What follows belongs to an exercise in optimizing a design on an open flow for small area; a production flow would make more cautious choices.
Only simulation tests tie the RTL to the original design; equivalence was not proved.
No driver is modelled on the clock port, so clock power and skew are understated where the tree is cut down; a real chip needs a root buffer or a tree.

red:
Design reg_file, start of the top module:
module reg_file #(
  parameter int DATA_W = 32,
  parameter int ADDR_W = 5
) (
  input  logic              clk,
  input  logic              rst,
  input  logic              we_i,
  input  logic [ADDR_W-1:0] waddr_i,
  input  logic [DATA_W-1:0] wdata_i,
  input  logic              re1_i,
  input  logic [ADDR_W-1:0] raddr1_i,
  output logic [DATA_W-1:0] rdata1_o,
  input  logic              re2_i,
  input  logic [ADDR_W-1:0] raddr2_i,
  output logic [DATA_W-1:0] rdata2_o
);
  localparam int N = 2**ADDR_W;
  logic [N-1:1][DATA_W-1:0] r_data;
  logic [N-1:1]             r_valid;
  logic [N-1:1]             w_sel;
  logic [N-1:0]             s1, s2;
  logic [3:0]               r1_lo, r2_lo;
  logic [7:0]               r1_hi, r2_hi;
  reg_file_wdec u_wdec (.we_i(we_i), .waddr_i(waddr_i), .w_sel_o(w_sel));
  always_ff @(posedge clk or negedge rst)
    if (!rst) r_valid <= '0;
    else      r_valid <= r_valid | w_sel;
  always_ff @(posedge clk)
    for (int i = 1; i < N; i++)
      if (w_sel[i]) r_data[i] <= wdata_i;
  reg_file_rdec u_rdec1 (.rst_i(rst), .we_i(we_i), .waddr_i(waddr_i), .re_i(re1_i),
                         .raddr_i(raddr1_i), .hit_o(s1[0]), .lo_o(r1_lo), .hi_o(r1_hi));
  reg_file_rdec u_rdec2 (.rst_i(rst), .we_i(we_i), .waddr_i(waddr_i), .re_i(re2_i),
                         .raddr_i(raddr2_i), .hit_o(s2[0]), .lo_o(r2_lo), .hi_o(r2_hi));
  for (genvar i = 1; i < N; i++) begin : g_sel
    reg_file_and3 u_s1 (.a_i(r1_lo[i % 4]), .b_i(r1_hi[i / 4]), .c_i(r_valid[i]), .y_o(s1[i]));
    reg_file_and3 u_s2 (.a_i(r2_lo[i % 4]), .b_i(r2_hi[i / 4]), .c_i(r_valid[i]), .y_o(s2[i]));
  end
  for (genvar b = 0; b < DATA_W; b++) begin : g_bit
    logic [N-1:0] d;
    assign d[0] = wdata_i[b];
    for (genvar i = 1; i < N; i++) begin : g_d
      assign d[i] = r_data[i][b];
    end
    reg_file_rbit u_rd1 (.sel_i({1'b0, s1}), .data_i({1'b0, d}), .y_o(rdata1_o[b]));
    reg_file_rbit u_rd2 (.sel_i({1'b0, s2}), .data_i({1'b0, d}), .y_o(rdata2_o[b]));
  end
endmodule
Size: roughly 2200 cells after synthesis, ~1000 flip-flops, roughly 0.040 sq mm of cells after synthesis.
clock: 8.0 ns
lec_check: 0
cap_margin: 10
core_margin: 2
core_utilization: 60
slew_margin: 10
synth_hierarchical: 1
standard.sh (not shown) runs the stock make flow with config.mk's settings and CLKGATE_MAP_FILE= SYNTH_SCRIPT=/design/flow/synth_recipe.tcl, a recipe that flattens the netlist after the stock synthesis.
==> flow/flow/run.sh <==
#!/bin/bash
# The standard layout (the standard.sh, standard synthesis unchanged), with:
#  - the port buffers made with the smallest buffer instead of the default delay cell;
#  - a plain three-level clock tree (flow/manual_cts.tcl) in place of clock tree synthesis.
set -euo pipefail
export BUFFER_PORTS_ARGS="-buffer_cell sky130_fd_sc_hd__buf_1"
export PRE_CTS_TCL="$PWD/flow/manual_cts.tcl"
export MCT_LEAF=sky130_fd_sc_hd__clkbuf_16
export MCT_LEAF_SINKS=28
export MCT_LEAVES_PER_MID=6
export MCT_MID=sky130_fd_sc_hd__clkbuf_8
bash standard.sh finish > standard.log 2>&1
==> flow/flow/manual_cts.tcl <==
# Sourced before clock tree synthesis (PRE_CTS_TCL). Replaces clock_tree_synthesis with a
# plain buffered clock tree: the flip-flops are split into compact groups of about
# LEAF_SINKS by recursive bisection of their placement; each group gets one leaf buffer at
# its centre, the leaves are driven by a few mid buffers, and the mid buffers by one root
# buffer, which is the only cell the clock port drives.

set ::mct_leaf_master  [expr {[info exists ::env(MCT_LEAF)] ? $::env(MCT_LEAF) : "sky130_fd_sc_hd__clkbuf_8"}]
set ::mct_mid_master   [expr {[info exists ::env(MCT_MID)] ? $::env(MCT_MID) : "sky130_fd_sc_hd__clkbuf_16"}]
set ::mct_root_master  sky130_fd_sc_hd__clkbuf_16
set ::mct_leaf_sinks   [expr {[info exists ::env(MCT_LEAF_SINKS)] ? $::env(MCT_LEAF_SINKS) : 20}]
set ::mct_leaves_per_mid [expr {[info exists ::env(MCT_LEAVES_PER_MID)] ? $::env(MCT_LEAVES_PER_MID) : 12}]

# split items (lists {x y payload}) into n spatially compact groups of near-equal size
proc mct_split {items n} {
  if {$n <= 1 || [llength $items] <= 1} { return [list $items] }
  set xs [lmap it $items {lindex $it 0}]
  set ys [lmap it $items {lindex $it 1}]
  set xs [lsort -integer $xs]; set ys [lsort -integer $ys]
  set dx [expr {[lindex $xs end] - [lindex $xs 0]}]
  set dy [expr {[lindex $ys end] - [lindex $ys 0]}]
  set axis [expr {$dx >= $dy ? 0 : 1}]
  set sorted [lsort -integer -index $axis $items]
  set n1 [expr {$n / 2}]
  set n2 [expr {$n - $n1}]
  set k [expr {int(round([llength $items] * double($n1) / $n))}]
  set a [lrange $sorted 0 [expr {$k - 1}]]
  set b [lrange $sorted $k end]
  return [concat [mct_split $a $n1] [mct_split $b $n2]]
}

proc mct_centre {items} {
  set sx 0; set sy 0
  foreach it $items { set sx [expr {$sx + [lindex $it 0]}]; set sy [expr {$sy + [lindex $it 1]}] }
  set n [llength $items]
  return [list [expr {$sx / $n}] [expr {$sy / $n}]]
}

proc mct_place_inst {block master_name name xy} {
  set db [ord::get_db]
  set master [$db findMaster $master_name]
  set inst [odb::dbInst_create $block $master $name]
  set w [$master getWidth]; set h [$master getHeight]
  $inst setLocation [expr {[lindex $xy 0] - $w / 2}] [expr {[lindex $xy 1] - $h / 2}]
  $inst setPlacementStatus PLACED
  return $inst
}

proc mct_new_net {block name} {
  set net [odb::dbNet_create $block $name]
  $net setSigType CLOCK
  return $net
}

proc clock_tree_synthesis {args} {
  global mct_leaf_master mct_mid_master mct_root_master mct_leaf_sinks mct_leaves_per_mid
  set block [ord::get_db_block]
  set clk_net [$block findNet clk]
  set sinks {}
  foreach it [$clk_net getITerms] {
    set xy [$it getAvgXY]
    lappend sinks [list [lindex $xy 1] [lindex $xy 2] $it]
  }
  set n_sinks [llength $sinks]
  set n_leaves [expr {($n_sinks + $mct_leaf_sinks - 1) / $mct_leaf_sinks}]
  set n_mids [expr {($n_leaves + $mct_leaves_per_mid - 1) / $mct_leaves_per_mid}]
  puts "manual clock tree: $n_sinks sinks, $n_leaves leaf buffers, $n_mids mid buffers"

  # leaves
  set leaves {}
  set i 0
  foreach group [mct_split $sinks $n_leaves] {
    set c [mct_centre $group]
    set inst [mct_place_inst $block $mct_leaf_master "clkt_leaf_$i" $c]
    set net [mct_new_net $block "clkt_leaf_net_$i"]
    foreach s $group {
      set it [lindex $s 2]
      $it disconnect
      $it connect $net
    }
    [$inst findITerm X] connect $net
    lappend leaves [list [lindex $c 0] [lindex $c 1] $inst]
    incr i
  }

  # mids
  set mids {}
  set i 0
  foreach group [mct_split $leaves $n_mids] {
    set c [mct_centre $group]
    set inst [mct_place_inst $block $mct_mid_master "clkt_mid_$i" $c]
    set net [mct_new_net $block "clkt_mid_net_$i"]
    foreach l $group { [[lindex $l 2] findITerm A] connect $net }
    [$inst findITerm X] connect $net
    lappend mids [list [lindex $c 0] [lindex $c 1] $inst]
    incr i
  }

  # root, at the centre of the mids; the clock port drives only the root
  set c [mct_centre $mids]
  set root [mct_place_inst $block $mct_root_master "clkt_root" $c]
  set net [mct_new_net $block "clkt_root_net"]
  foreach m $mids { [[lindex $m 2] findITerm A] connect $net }
  [$root findITerm X] connect $net
  [$root findITerm A] connect $clk_net
  set_propagated_clock [all_clocks]
}
red ended with every stage complete and zero timing, DRC or antenna violations.
What blue does differently from red at the input level:
- SLEW_MARGIN: 10 -> 0
- CAP_MARGIN: 10 -> 0
-- flow/flow/run.sh --
<<< red, line 9
export MCT_LEAF_SINKS=28
>>> blue, line 9
export MCT_LEAF_SINKS=26
<<< red, line 11
export MCT_MID=sky130_fd_sc_hd__clkbuf_8
>>> blue, line 11
-- flow/flow/manual_cts.tcl --
<<< red, line 7
set ::mct_leaf_master  [expr {[info exists ::env(MCT_LEAF)] ? $::env(MCT_LEAF) : "sky130_fd_sc_hd__clkbuf_8"}]
set ::mct_mid_master   [expr {[info exists ::env(MCT_MID)] ? $::env(MCT_MID) : "sky130_fd_sc_hd__clkbuf_16"}]
set ::mct_root_master  sky130_fd_sc_hd__clkbuf_16
set ::mct_leaf_sinks   [expr {[info exists ::env(MCT_LEAF_SINKS)] ? $::env(MCT_LEAF_SINKS) : 20}]
set ::mct_leaves_per_mid [expr {[info exists ::env(MCT_LEAVES_PER_MID)] ? $::env(MCT_LEAVES_PER_MID) : 12}]
>>> blue, line 7
set mct_leaf_master  [expr {[info exists ::env(MCT_LEAF)] ? $::env(MCT_LEAF) : "sky130_fd_sc_hd__clkbuf_8"}]
set mct_mid_master   sky130_fd_sc_hd__clkbuf_16
set mct_root_master  sky130_fd_sc_hd__clkbuf_16
set mct_leaf_sinks   [expr {[info exists ::env(MCT_LEAF_SINKS)] ? $::env(MCT_LEAF_SINKS) : 20}]
set mct_leaves_per_mid [expr {[info exists ::env(MCT_LEAVES_PER_MID)] ? $::env(MCT_LEAVES_PER_MID) : 12}]
Results
FAIL blue @ clock tree synthesis: tool exited with error. Post-synthesis cell area: red vs blue identical. Comparing blue with red, the post-detailed-placement half-perimeter wirelength came out essentially unchanged. Compared with red, in blue top-level I/O count barely changed; number of enable-type register cells in the synthesized netlist barely changed; initial core utilization barely changed; number of instances in the placed design barely changed; synthesized instance count barely changed. Xor and xnor fraction of the mapped netlist area came out exactly the same in red and blue. Post-synthesis register bit count came out exactly the same in red and blue.
Setup changes, blue to green
-- flow/flow/manual_cts.tcl --
<<< blue, line 7
set mct_leaf_master  [expr {[info exists ::env(MCT_LEAF)] ? $::env(MCT_LEAF) : "sky130_fd_sc_hd__clkbuf_8"}]
set mct_mid_master   sky130_fd_sc_hd__clkbuf_16
set mct_root_master  sky130_fd_sc_hd__clkbuf_16
set mct_leaf_sinks   [expr {[info exists ::env(MCT_LEAF_SINKS)] ? $::env(MCT_LEAF_SINKS) : 20}]
set mct_leaves_per_mid [expr {[info exists ::env(MCT_LEAVES_PER_MID)] ? $::env(MCT_LEAVES_PER_MID) : 12}]
>>> green, line 7
set ::mct_leaf_master  [expr {[info exists ::env(MCT_LEAF)] ? $::env(MCT_LEAF) : "sky130_fd_sc_hd__clkbuf_8"}]
set ::mct_mid_master   sky130_fd_sc_hd__clkbuf_16
set ::mct_root_master  sky130_fd_sc_hd__clkbuf_16
set ::mct_leaf_sinks   [expr {[info exists ::env(MCT_LEAF_SINKS)] ? $::env(MCT_LEAF_SINKS) : 20}]
set ::mct_leaves_per_mid [expr {[info exists ::env(MCT_LEAVES_PER_MID)] ? $::env(MCT_LEAVES_PER_MID) : 12}]
### Flow results
green finished every stage; the final checks, however, were not passed, the failures being capacitance limit, slew limit. As far as number of cells after detailed placement goes, green and blue are indistinguishable; the numbers are identical. green -> blue: number of enable-type register cells in the synthesized netlist flat. Comparing green with blue, the height of the chip came out essentially unchanged. Number of synthesized register bits: green vs blue identical. Comparing green against blue, there is no change at all in synthesized netlist cell count. Re share of flip-flops with an asynchronous set or reset after synthesis: no difference whatsoever between green and blue. blue -> green: parity-gate share of the synthesized area counting xor and xnor cells delta 0, exact match. Mean instance size in the synthesized netlist: green vs blue identical.
In red and green the design's own scripts or RTL, not TritonCTS, make the clock network.

==> what the ideal ports hide <==
How much do the figures lean on ideal ports? The routed layouts below were timed once more, with nothing changed but the port constraints. Step 1, drivers: a clkbuf_16 drives clk and a buf_2 each remaining input, both assumed. Step 2, shift: input delay + t, output delay - t, t = (earliest + latest rising clock arrival at the registers) / 2. This alone moves slack from input paths to output paths. Three values: ideal, step 1, step 2; two values: the first two.
run	t, ns	slack for setup (ns)	pins driven straight from the clock port
red	0.738	0.905 / 0.876 / 0.876	1
green	0.699	0.917 / 0.887 / 0.887	1
The setup slack of green, which loses most, moves by -0.030 ns with the drivers and by -0.030 ns with both steps.
